Background: an optimization exercise with open tools, aiming at small area and a short achievable clock period. Do not read the settings as production practice. The RTL was checked by simulation tests, not by an equivalence proof against the original design. Power and IR drop assume default switching activity.

==> inputs of run a <==
==> flow/design.v <==
package core_pkg;
  localparam int DATA_W     = 32;
  localparam int REG_ADDR_W = 5;
endpackage
`timescale 1ns/1ps
module mips_core #(
  parameter logic [31:0] RESET_PC = 32'hbfc0_0000
) (
  input  logic            clk,
  input  logic            reset_i,
  input  logic            stall_i,
  output logic [31:0]     rom_addr_o,
  input  logic [31:0]     rom_read_data_i,
  output logic            debug_wb_en_o,
  output logic [4:0]      debug_wb_addr_o,
  output logic [31:0]     debug_wb_data_o,
  output logic [31:0]     debug_wb_pc_o
);
  wire adv = ~stall_i;
  logic [29:0] pc_q, wpc_q;
  always_ff @(posedge clk) begin
    if (reset_i) begin
      pc_q  <= RESET_PC[31:2];
      wpc_q <= RESET_PC[31:2] - 30'd3;
    end else if (adv) begin
      pc_q  <= pc_q + 30'd1;
      wpc_q <= wpc_q + 30'd1;
    end
  end
  assign rom_addr_o    = {pc_q, 2'b00};
  assign debug_wb_pc_o = {wpc_q, 2'b00};
  logic [31:0] f_inst;
  logic        f_valid;
  always_ff @(posedge clk) begin
    if (reset_i)  f_valid <= 1'b0;
    else if (adv) f_valid <= 1'b1;
  end
  logic [3:0] f_rs_hi, f_rt_hi;
  logic [7:0] f_rs_lo, f_rt_lo;
  always_ff @(posedge clk) begin
    if (adv) begin
      f_inst  <= rom_read_data_i;
      f_rs_hi <= 4'b1 << rom_read_data_i[25:24];
      f_rs_lo <= 8'b1 << rom_read_data_i[23:21];
      f_rt_hi <= 4'b1 << rom_read_data_i[20:19];
      f_rt_lo <= 8'b1 << rom_read_data_i[18:16];
    end
  end
  wire [5:0]  op  = f_inst[31:26];
  wire [5:0]  fn  = f_inst[5:0];
  wire [4:0]  rs  = f_inst[25:21];
  wire [4:0]  rt  = f_inst[20:16];
  wire [4:0]  rd  = f_inst[15:11];
  wire [4:0]  sh  = f_inst[10:6];
  wire [15:0] imm = f_inst[15:0];
  wire special = (op == 6'h00);
  wire d_sll   = special & (fn == 6'h00);
  wire d_srl   = special & (fn == 6'h02);
  wire d_addu  = special & (fn == 6'h21);
  wire d_subu  = special & (fn == 6'h23);
  wire d_and   = special & (fn == 6'h24);
  wire d_or    = special & (fn == 6'h25);
  wire d_xor   = special & (fn == 6'h26);
  wire d_slt   = special & (fn == 6'h2a);
  wire d_addiu = (op == 6'h09);
  wire d_ori   = (op == 6'h0d);
  wire d_lui   = (op == 6'h0f);
  wire d_rtype = d_sll | d_srl | d_addu | d_subu | d_and | d_or | d_xor | d_slt;
  wire d_itype = d_addiu | d_ori | d_lui;
  wire [4:0] d_dest = d_rtype ? rd : rt;
  wire d_en    = f_valid & (d_rtype | d_itype) & (d_dest != 5'd0);
  logic        e_en, w_en;
  logic [4:0]  e_dest, w_dest;
  logic [31:0] w_data;
  logic [4:0]  w_dest_out;  
  wire fwd_a = e_en & (rs == e_dest);
  wire fwd_b = e_en & (rt == e_dest) & d_rtype;
  wire byp_a = w_en & (rs == w_dest);
  wire byp_b = w_en & (rt == w_dest);
  logic [31:0] rf_q [1:31];
  logic [31:0] rf_a, rf_b;
  always_comb begin
    rf_a = '0;
    rf_b = '0;
    for (int r = 1; r < 32; r++) begin
      if (f_rs_hi[r >> 3] & f_rs_lo[r & 7]) rf_a = rf_a | ~rf_q[r];
      if (f_rt_hi[r >> 3] & f_rt_lo[r & 7]) rf_b = rf_b | ~rf_q[r];
    end
  end
  logic [31:0] d_imm;
  always_comb begin
    d_imm = '0;
    if (d_addiu) d_imm = {{16{imm[15]}}, imm};
    if (d_ori)   d_imm = {16'h0000, imm};
    if (d_lui)   d_imm = {imm, 16'h0000};
  end
  wire        d_subtract = d_subu | d_slt;
  wire [31:0] d_a = (byp_a ? w_data : rf_a) ^ {32{d_subtract}};
  wire [31:0] d_b = ~d_rtype ? d_imm : (byp_b ? w_data : rf_b);
  logic [31:0] e_a, e_b;
  logic        e_add, e_sub, e_slt, e_and, e_or, e_xor, e_sll, e_srl;
  logic [4:0]  e_sh;
  logic [31:0] result;
  always_ff @(posedge clk) begin
    if (reset_i)  e_en <= 1'b0;
    else if (adv) e_en <= d_en;
  end
  always_ff @(posedge clk) begin
    if (adv) begin
      e_dest    <= d_dest;
      e_a       <= fwd_a ? (result ^ {32{d_subtract}}) : d_a;
      e_b       <= fwd_b ? result : d_b;
      e_add     <= d_addu | d_addiu;
      e_sub     <= d_subu;
      e_slt     <= d_slt;
      e_and     <= d_and;
      e_or      <= d_or | d_ori;
      e_xor     <= d_xor;
      e_sll     <= d_sll | d_lui;           
      e_srl     <= d_srl;
      e_sh      <= d_lui ? 5'd0 : sh;
    end
  end
  wire [31:0] a = e_a;              
  wire [31:0] b = e_b;
  wire        subtract = e_sub | e_slt;
  logic [31:0] kg [0:5];
  logic [31:0] kt [0:5];
  always_comb begin
    kg[0] = a & b;
    kt[0] = a ^ b;
    for (int k = 0; k < 5; k++) begin
      for (int i = 0; i < 32; i++) begin
        if (i >= (1 << k)) begin
          if (k == 0 && i == 1) kg[1][1] = kg[0][1] | ((kt[0][1] & a[0]) & b[0]);
          else kg[k+1][i] = kg[k][i] | (kt[k][i] & kg[k][i - (1 << k)]);
          kt[k+1][i] = kt[k][i] & kt[k][i - (1 << k)];
        end else begin
          kg[k+1][i] = kg[k][i];
          kt[k+1][i] = kt[k][i];
        end
      end
    end
  end
  wire [31:0] sum  = kt[0] ^ {kg[5][30:0], 1'b0};    
  wire        cout = kg[5][31];
  wire        lt = (a[31] == b[31]) ? ~a[31] : cout;
  wire [31:0] shl = b << e_sh;
  wire [31:0] shr = b >> e_sh;
  wire        sel_sum = e_add | e_sub;
  wire [31:0] other =
      ({32{e_and}}   & kg[0])                |
      ({32{e_or}}    & (kg[0] | kt[0]))      |
      ({32{e_xor}}   & kt[0])                |
      ({32{e_sll}}   & shl)                  |
      ({32{e_srl}}   & shr)                  |
      {31'd0, e_slt & lt};
  assign result = ({32{sel_sum}} & (sum ^ {32{e_sub}})) | other;
  always_ff @(posedge clk) begin
    if (reset_i)  w_en <= 1'b0;
    else if (adv) w_en <= e_en;
  end
  always_ff @(posedge clk) begin
    if (adv) begin
      w_data <= result;
      w_dest <= e_dest;
    end
  end
  always_ff @(posedge clk) begin
    if (adv & e_en) w_dest_out <= e_dest;
  end
  logic [3:0] w_dest_hi;
  logic [7:0] w_dest_lo;
  always_ff @(posedge clk) begin
    if (adv) begin
      w_dest_hi <= 4'b1 << e_dest[4:3];
      w_dest_lo <= 8'b1 << e_dest[2:0];
    end
  end
  logic rst_q;
  always_ff @(posedge clk) rst_q <= reset_i;
  wire [31:0] rf_wdata = ~(w_data & {32{~rst_q}});
  always_ff @(posedge clk) begin
    for (int r = 1; r < 32; r++) begin
      if (rst_q | (w_en & w_dest_hi[r >> 3] & w_dest_lo[r & 7])) rf_q[r] <= rf_wdata;
    end
  end
  assign debug_wb_en_o   = w_en & ~stall_i;
  assign debug_wb_addr_o = w_dest_out;
  assign debug_wb_data_o = w_data;
endmodule
==> flow/run.sh <==
#!/bin/bash
# synth_recipe.tcl (not shown) runs the flow's synth.tcl, then flattens the netlist and writes it again
# the make line also repeats each setting of config.mk as NAME=value (left out here)
make -C /OpenROAD-flow-scripts/flow DESIGN_CONFIG=/design/flow/config.mk WORK_HOME=/design/flow/orfs CLKGATE_MAP_FILE= SYNTH_SCRIPT=/design/flow/synth_recipe.tcl finish
==> flow/config.mk <==
export PLATFORM = sky130hd
export DESIGN_NAME = mips_core
export DESIGN_NICKNAME = mips_core
export VERILOG_FILES = /design/flow/design.v
export SDC_FILE = /design/flow/constraint.sdc
export NUM_CORES = 4
export LEC_CHECK = 0
export ABC_AREA = 1
export CAP_MARGIN = 20
export CELL_PAD_IN_SITES_DETAIL_PLACEMENT = 1
export CELL_PAD_IN_SITES_GLOBAL_PLACEMENT = 1
export CORE_MARGIN = 2
export CORE_UTILIZATION = 38
export CTS_CLUSTER_DIAMETER = 60
export CTS_CLUSTER_SIZE = 24
export PLACE_DENSITY = 0.6
export SETUP_SLACK_MARGIN = 1.7
export SLEW_MARGIN = 20
export TNS_END_PERCENT = 10
==> flow/constraint.sdc <==
create_clock -name core_clock -period 4.8 [get_ports {clk}]
set_input_delay 0.9600 -clock core_clock [delete_from_list [all_inputs] [get_ports {clk}]]
set_output_delay 0.9600 -clock core_clock [all_outputs]
set_load 0.01 [all_outputs]
==> run b (differences from run a) <==
--- a/flow/design.v
+++ b/flow/design.v
@@ -71,7 +71,8 @@
   wire d_en    = f_valid & (d_rtype | d_itype) & (d_dest != 5'd0);
   logic        e_en, w_en;
   logic [4:0]  e_dest, w_dest;
-  logic [31:0] w_data;
+  logic [31:0] w_data;      
+  logic [31:0] w_rfdata;    
   logic [4:0]  w_dest_out;  
   wire fwd_a = e_en & (rs == e_dest);
   wire fwd_b = e_en & (rt == e_dest) & d_rtype;
@@ -95,8 +96,8 @@
     if (d_lui)   d_imm = {imm, 16'h0000};
   end
   wire        d_subtract = d_subu | d_slt;
-  wire [31:0] d_a = (byp_a ? w_data : rf_a) ^ {32{d_subtract}};
-  wire [31:0] d_b = ~d_rtype ? d_imm : (byp_b ? w_data : rf_b);
+  wire [31:0] d_a = (byp_a ? w_rfdata : rf_a) ^ {32{d_subtract}};
+  wire [31:0] d_b = ~d_rtype ? d_imm : (byp_b ? w_rfdata : rf_b);
   logic [31:0] e_a, e_b;
   logic        e_add, e_sub, e_slt, e_and, e_or, e_xor, e_sll, e_srl;
   logic [4:0]  e_sh;
@@ -167,7 +168,10 @@
     end
   end
   always_ff @(posedge clk) begin
-    if (adv & e_en) w_dest_out <= e_dest;
+    if (adv & e_en) begin
+      w_rfdata   <= result;
+      w_dest_out <= e_dest;
+    end
   end
   logic [3:0] w_dest_hi;
   logic [7:0] w_dest_lo;
@@ -179,7 +183,7 @@
   end
   logic rst_q;
   always_ff @(posedge clk) rst_q <= reset_i;
-  wire [31:0] rf_wdata = ~(w_data & {32{~rst_q}});
+  wire [31:0] rf_wdata = ~(w_rfdata & {32{~rst_q}});
   always_ff @(posedge clk) begin
     for (int r = 1; r < 32; r++) begin
       if (rst_q | (w_en & w_dest_hi[r >> 3] & w_dest_lo[r & 7])) rf_q[r] <= rf_wdata;
--- a/flow/config.mk
+++ b/flow/config.mk
@@ -8,12 +8,11 @@
 export ABC_AREA = 1
 export CAP_MARGIN = 20
 export CELL_PAD_IN_SITES_DETAIL_PLACEMENT = 1
-export CELL_PAD_IN_SITES_GLOBAL_PLACEMENT = 1
 export CORE_MARGIN = 2
-export CORE_UTILIZATION = 38
+export CORE_UTILIZATION = 30
 export CTS_CLUSTER_DIAMETER = 60
 export CTS_CLUSTER_SIZE = 24
-export PLACE_DENSITY = 0.6
-export SETUP_SLACK_MARGIN = 1.7
+export PLACE_DENSITY = 0.5
+export SETUP_SLACK_MARGIN = 1.9
 export SLEW_MARGIN = 20
 export TNS_END_PERCENT = 10
==> run c (differences from run a) <==
--- a/flow/config.mk
+++ b/flow/config.mk
@@ -10,10 +10,10 @@
 export CELL_PAD_IN_SITES_DETAIL_PLACEMENT = 1
 export CELL_PAD_IN_SITES_GLOBAL_PLACEMENT = 1
 export CORE_MARGIN = 2
-export CORE_UTILIZATION = 38
+export CORE_UTILIZATION = 34
 export CTS_CLUSTER_DIAMETER = 60
 export CTS_CLUSTER_SIZE = 24
-export PLACE_DENSITY = 0.6
-export SETUP_SLACK_MARGIN = 1.7
+export PLACE_DENSITY = 0.55
+export SETUP_SLACK_MARGIN = 2.0
 export SLEW_MARGIN = 20
-export TNS_END_PERCENT = 10
+export TNS_END_PERCENT = 20
==> run d (differences from run a) <==
--- a/flow/design.v
+++ b/flow/design.v
@@ -71,7 +71,8 @@
   wire d_en    = f_valid & (d_rtype | d_itype) & (d_dest != 5'd0);
   logic        e_en, w_en;
   logic [4:0]  e_dest, w_dest;
-  logic [31:0] w_data;
+  logic [31:0] w_data;      
+  logic [31:0] w_rfdata;    
   logic [4:0]  w_dest_out;  
   wire fwd_a = e_en & (rs == e_dest);
   wire fwd_b = e_en & (rt == e_dest) & d_rtype;
@@ -95,8 +96,8 @@
     if (d_lui)   d_imm = {imm, 16'h0000};
   end
   wire        d_subtract = d_subu | d_slt;
-  wire [31:0] d_a = (byp_a ? w_data : rf_a) ^ {32{d_subtract}};
-  wire [31:0] d_b = ~d_rtype ? d_imm : (byp_b ? w_data : rf_b);
+  wire [31:0] d_a = (byp_a ? w_rfdata : rf_a) ^ {32{d_subtract}};
+  wire [31:0] d_b = ~d_rtype ? d_imm : (byp_b ? w_rfdata : rf_b);
   logic [31:0] e_a, e_b;
   logic        e_add, e_sub, e_slt, e_and, e_or, e_xor, e_sll, e_srl;
   logic [4:0]  e_sh;
@@ -167,22 +168,17 @@
     end
   end
   always_ff @(posedge clk) begin
-    if (adv & e_en) w_dest_out <= e_dest;
-  end
-  logic [3:0] w_dest_hi;
-  logic [7:0] w_dest_lo;
-  always_ff @(posedge clk) begin
-    if (adv) begin
-      w_dest_hi <= 4'b1 << e_dest[4:3];
-      w_dest_lo <= 8'b1 << e_dest[2:0];
+    if (adv & e_en) begin
+      w_rfdata   <= result;
+      w_dest_out <= e_dest;
     end
   end
   logic rst_q;
   always_ff @(posedge clk) rst_q <= reset_i;
-  wire [31:0] rf_wdata = ~(w_data & {32{~rst_q}});
+  wire [31:0] rf_wdata = ~(w_rfdata & {32{~rst_q}});
   always_ff @(posedge clk) begin
     for (int r = 1; r < 32; r++) begin
-      if (rst_q | (w_en & w_dest_hi[r >> 3] & w_dest_lo[r & 7])) rf_q[r] <= rf_wdata;
+      if (rst_q | (w_en & (w_dest == 5'(r)))) rf_q[r] <= rf_wdata;
     end
   end
   assign debug_wb_en_o   = w_en & ~stall_i;
--- a/flow/config.mk
+++ b/flow/config.mk
@@ -8,12 +8,11 @@
 export ABC_AREA = 1
 export CAP_MARGIN = 20
 export CELL_PAD_IN_SITES_DETAIL_PLACEMENT = 1
-export CELL_PAD_IN_SITES_GLOBAL_PLACEMENT = 1
 export CORE_MARGIN = 2
-export CORE_UTILIZATION = 38
+export CORE_UTILIZATION = 30
 export CTS_CLUSTER_DIAMETER = 60
 export CTS_CLUSTER_SIZE = 24
-export PLACE_DENSITY = 0.6
-export SETUP_SLACK_MARGIN = 1.7
+export PLACE_DENSITY = 0.5
+export SETUP_SLACK_MARGIN = 1.9
 export SLEW_MARGIN = 20
 export TNS_END_PERCENT = 10
==> comparison table <==
Run status: run d complete, no violations; run a complete, no violations; run b complete, no violations; run c complete, no violations
Worst-Margin Slew: run d 1.21 ns; run a 1.30 ns; run b 1.20 ns; run c 1.22 ns
Leak: run d 0.0262 uW; run a 0.0253 uW; run b 0.0261 uW; run c 0.0273 uW
Simple logic cell fraction of the synthesized area: run d 17.6%; run a 18.8%; run b 18.5%; run c 18.8%
Non-clock buffer instance count of the final layout: run d 517; run a 361; run b 472; run c 593
Final period util: run d 66.4%; run a 70.3%; run b 65.7%; run c 61.9%
Post-CTS Resized: run d 123; run a 38; run b 131; run c 199
Synthesized instance count: run d 5902; run a 5964; run b 5996; run c 5964
Core Area: run d 202000 um^2; run a 158000 um^2; run b 202000 um^2; run c 176000 um^2
Detailed-routed wire length on met2: run d 144000 um; run a 132000 um; run b 142000 um; run c 142000 um
Final setup margin: run d 1.61 ns; run a 1.42 ns; run b 1.65 ns; run c 1.83 ns
Clock buffers: run d 116; run a 116; run b 117; run c 129
Proportion of cell area occupied by multi-input gates: run d 29.9%; run a 30.5%; run b 29.9%; run c 30.3%
Cell Count, Final, Fillers Out: run d 9014; run a 8298; run b 9040; run c 8817
Maximum VDD drop: run d 306 uV; run a 315 uV; run b 320 uV; run c 340 uV
Clock tree skew after final layout: run d 0.114 ns; run a 0.0499 ns; run b 0.0573 ns; run c 0.0671 ns

static timing again, ports no longer ideal:
How much do the figures lean on ideal ports? The routed layouts below were timed once more, with nothing changed but the port constraints. Step 1 (the two cells are an assumption about what drives the block):
set clk [get_ports {clk}]
set_driving_cell -lib_cell sky130_fd_sc_hd__clkbuf_16 $clk
set_driving_cell -lib_cell sky130_fd_sc_hd__buf_2 [delete_from_list [all_inputs] $clk]
Step 2, shift: input delay + t, output delay - t, t = (earliest + latest rising clock arrival at the registers) / 2. This alone moves slack from input paths to output paths. Three values: ideal, step 1, step 2; two values: the first two.
| run | shift t [ns] | slack for setup (ns) | pins driven straight from the clock port |
|---|---|---|---|
| run a | 0.849 | 1.424 / 1.424 / 1.424 | 1 |
| run b | 0.876 | 1.646 / 1.646 / 1.234 | 1 |
| run c | 0.885 | 1.828 / 1.828 / 1.469 | 1 |
| run d | 0.854 | 1.612 / 1.612 / 1.612 | 1 |
After both steps every run listed still meets setup and hold. The setup slack of run b, which loses most, moves by 0.000 ns with the drivers and by -0.412 ns with both steps.
